Source: an optimization exercise on an open RTL-to-GDS flow (aim: small area and a short achievable clock period). Production flows keep margins and buffers that such runs may drop.
Power figures rest on the tool's default switching activity, not on a simulated workload.

Setup of main:
==> module collision_detector, before the edit <==
module collision_detector #(
    parameter int TREX_BOXES     = 4,
    parameter int OBSTACLE_BOXES = 6
) (
    input  logic                       clk,
    input  logic                       rst,
    input  logic [TREX_BOXES*runner_pkg::BOX_W-1:0]     trex_box,
    input  logic [OBSTACLE_BOXES*runner_pkg::BOX_W-1:0] obstacle_box,
    output logic                       crashed
);
    localparam int CW = runner_pkg::COORD_W;
    localparam int NB = TREX_BOXES + OBSTACLE_BOXES;
    logic [CW-1:0] bx [NB];
    logic [CW-1:0] by [NB];
    logic [CW:0]   br [NB];    
    logic [CW:0]   bb [NB];    
    logic          bne[NB];    
    always_comb begin
        for (int k = 0; k < NB; k++) begin
            logic [runner_pkg::BOX_W-1:0] box;
            box = (k < TREX_BOXES) ? trex_box[k*runner_pkg::BOX_W +: runner_pkg::BOX_W]
                                   : obstacle_box[(k-TREX_BOXES)*runner_pkg::BOX_W +: runner_pkg::BOX_W];
            bx[k]  = box[3*CW +: CW];
            by[k]  = box[2*CW +: CW];
            br[k]  = runner_pkg::add12(box[3*CW +: CW], box[CW +: CW]);
            bb[k]  = runner_pkg::add12(box[2*CW +: CW], box[0 +: CW]);
            bne[k] = (|box[CW +: CW]) && (|box[0 +: CW]);
        end
    end
    logic [TREX_BOXES*OBSTACLE_BOXES-1:0] pair_hit;
    logic [TREX_BOXES*OBSTACLE_BOXES-1:0] pair_hit_q;
    always_comb begin
        for (int i = 0; i < TREX_BOXES; i++) begin
            for (int j = 0; j < OBSTACLE_BOXES; j++) begin
                pair_hit[i*OBSTACLE_BOXES + j] = bne[i] && bne[TREX_BOXES + j]
                    && runner_pkg::lt13(bx[i], br[TREX_BOXES + j])
                    && runner_pkg::lt13(bx[TREX_BOXES + j], br[i])
                    && runner_pkg::lt13(by[i], bb[TREX_BOXES + j])
                    && runner_pkg::lt13(by[TREX_BOXES + j], bb[i]);
            end
        end
    end
    always_ff @(posedge clk) begin
        if (rst) begin
            pair_hit_q <= '0;
        end else begin
            pair_hit_q <= pair_hit;
        end
    end
    assign crashed = |pair_hit_q;
endmodule
export LEC_CHECK = 0
export ABC_AREA = 1
export CAP_MARGIN = 20
export CORE_MARGIN = 2
export CORE_UTILIZATION = 40
export SLEW_MARGIN = 20
create_clock -name core_clock -period 6.0 [get_ports {clk}]
run.sh (not shown) runs the stock make flow with config.mk's settings and CLKGATE_MAP_FILE= SYNTH_SCRIPT=/design/flow/synth_recipe.tcl, a recipe that flattens the netlist after the stock synthesis.
> inputs changed (main -> the feature branch)
==> flow/design.v, changed modules only <==
module collision_detector #(
    parameter int TREX_BOXES     = 4,
    parameter int OBSTACLE_BOXES = 6
) (
    input  logic                       clk,
    input  logic                       rst,
    input  logic [TREX_BOXES*runner_pkg::BOX_W-1:0]     trex_box,
    input  logic [OBSTACLE_BOXES*runner_pkg::BOX_W-1:0] obstacle_box,
    output logic                       crashed
);
    localparam int CW = runner_pkg::COORD_W;
    localparam int NB = TREX_BOXES + OBSTACLE_BOXES;
    logic [CW-1:0] bx [NB];
    logic [CW-1:0] by [NB];
    logic [CW:0]   br [NB];    
    logic [CW:0]   bb [NB];    
    logic          bne[NB];    
    always_comb begin
        for (int k = 0; k < NB; k++) begin
            logic [runner_pkg::BOX_W-1:0] box;
            box = (k < TREX_BOXES) ? trex_box[k*runner_pkg::BOX_W +: runner_pkg::BOX_W]
                                   : obstacle_box[(k-TREX_BOXES)*runner_pkg::BOX_W +: runner_pkg::BOX_W];
            bx[k]  = box[3*CW +: CW];
            by[k]  = box[2*CW +: CW];
            br[k]  = runner_pkg::add12(box[3*CW +: CW], box[CW +: CW]);
            bb[k]  = runner_pkg::add12(box[2*CW +: CW], box[0 +: CW]);
            bne[k] = (|box[CW +: CW]) && (|box[0 +: CW]);
        end
    end
    logic any_hit;
    always_comb begin
        any_hit = 1'b0;
        for (int i = 0; i < TREX_BOXES; i++) begin
            for (int j = TREX_BOXES; j < NB; j++) begin
                if (bne[i] && bne[j]
                    && runner_pkg::lt13(bx[i], br[j])
                    && runner_pkg::lt13(bx[j], br[i])
                    && runner_pkg::lt13(by[i], bb[j])
                    && runner_pkg::lt13(by[j], bb[i])) begin
                    any_hit = 1'b1;
                end
            end
        end
    end
    always_ff @(posedge clk) begin
        if (rst) begin
            crashed <= 1'b0;
        end else begin
            crashed <= any_hit;
        end
    end
endmodule
### Flow results
Every run (the feature branch and main) finished clean.
Across both runs, number of standard cells after synthesis was lower for the feature branch than for main.
Per the comparison of the feature branch with main, parity-gate share of the synthesized area counting xor and xnor cells grew by 0.30 points, final critical-path required period moved up, final area went down 1.5%.
Compared with main, the feature branch shows a lower level count of the clock H-tree.
The feature branch against main: number of nets in the layout -1.1%, clock-pin slew of the registers on the worst-case setup and hold paths grew by 30 ps, clock buffer count in the final layout down 6.
For number of gates given a new drive strength after cts, main and the feature branch come out practically identical.
Taking main as 1.0, the feature branch lands at 0.54 on power of the clock network.
No functional check of the RTL was part of any run of this note.

afterwards: timing with drivers on the ports:
The results above use ideal ports. As a check the final layouts listed here were re-extracted and re-timed, cells and wires unchanged. Step 1, drivers: a clkbuf_16 drives clk and a buf_2 each remaining input, both assumed. Step 2 moves the port delays by t, midway between the first and last clock arrival at a register: inputs arrive t later, outputs are due t later. That takes back most of the time a late clock gives input paths. a / b / c = ideal ports / drivers / drivers and shift; a / b = the first two.
run | t, ns | setup WS [ns] | hold WS [ns] | clock arrival spread, ns
main | 0.402 | 1.338 / 1.357 / 0.955 | 0.477 / 0.477 / 0.477 | 0.007 / 0.007
the feature branch | 0.359 | 0.610 / 0.635 / 0.276 | 0.467 / 0.467 / 0.467 | 0.021 / 0.021
After both steps setup and hold are still met in every run listed. The setup slack of main, which loses most, moves by +0.019 ns with the drivers and by -0.383 ns with both steps.
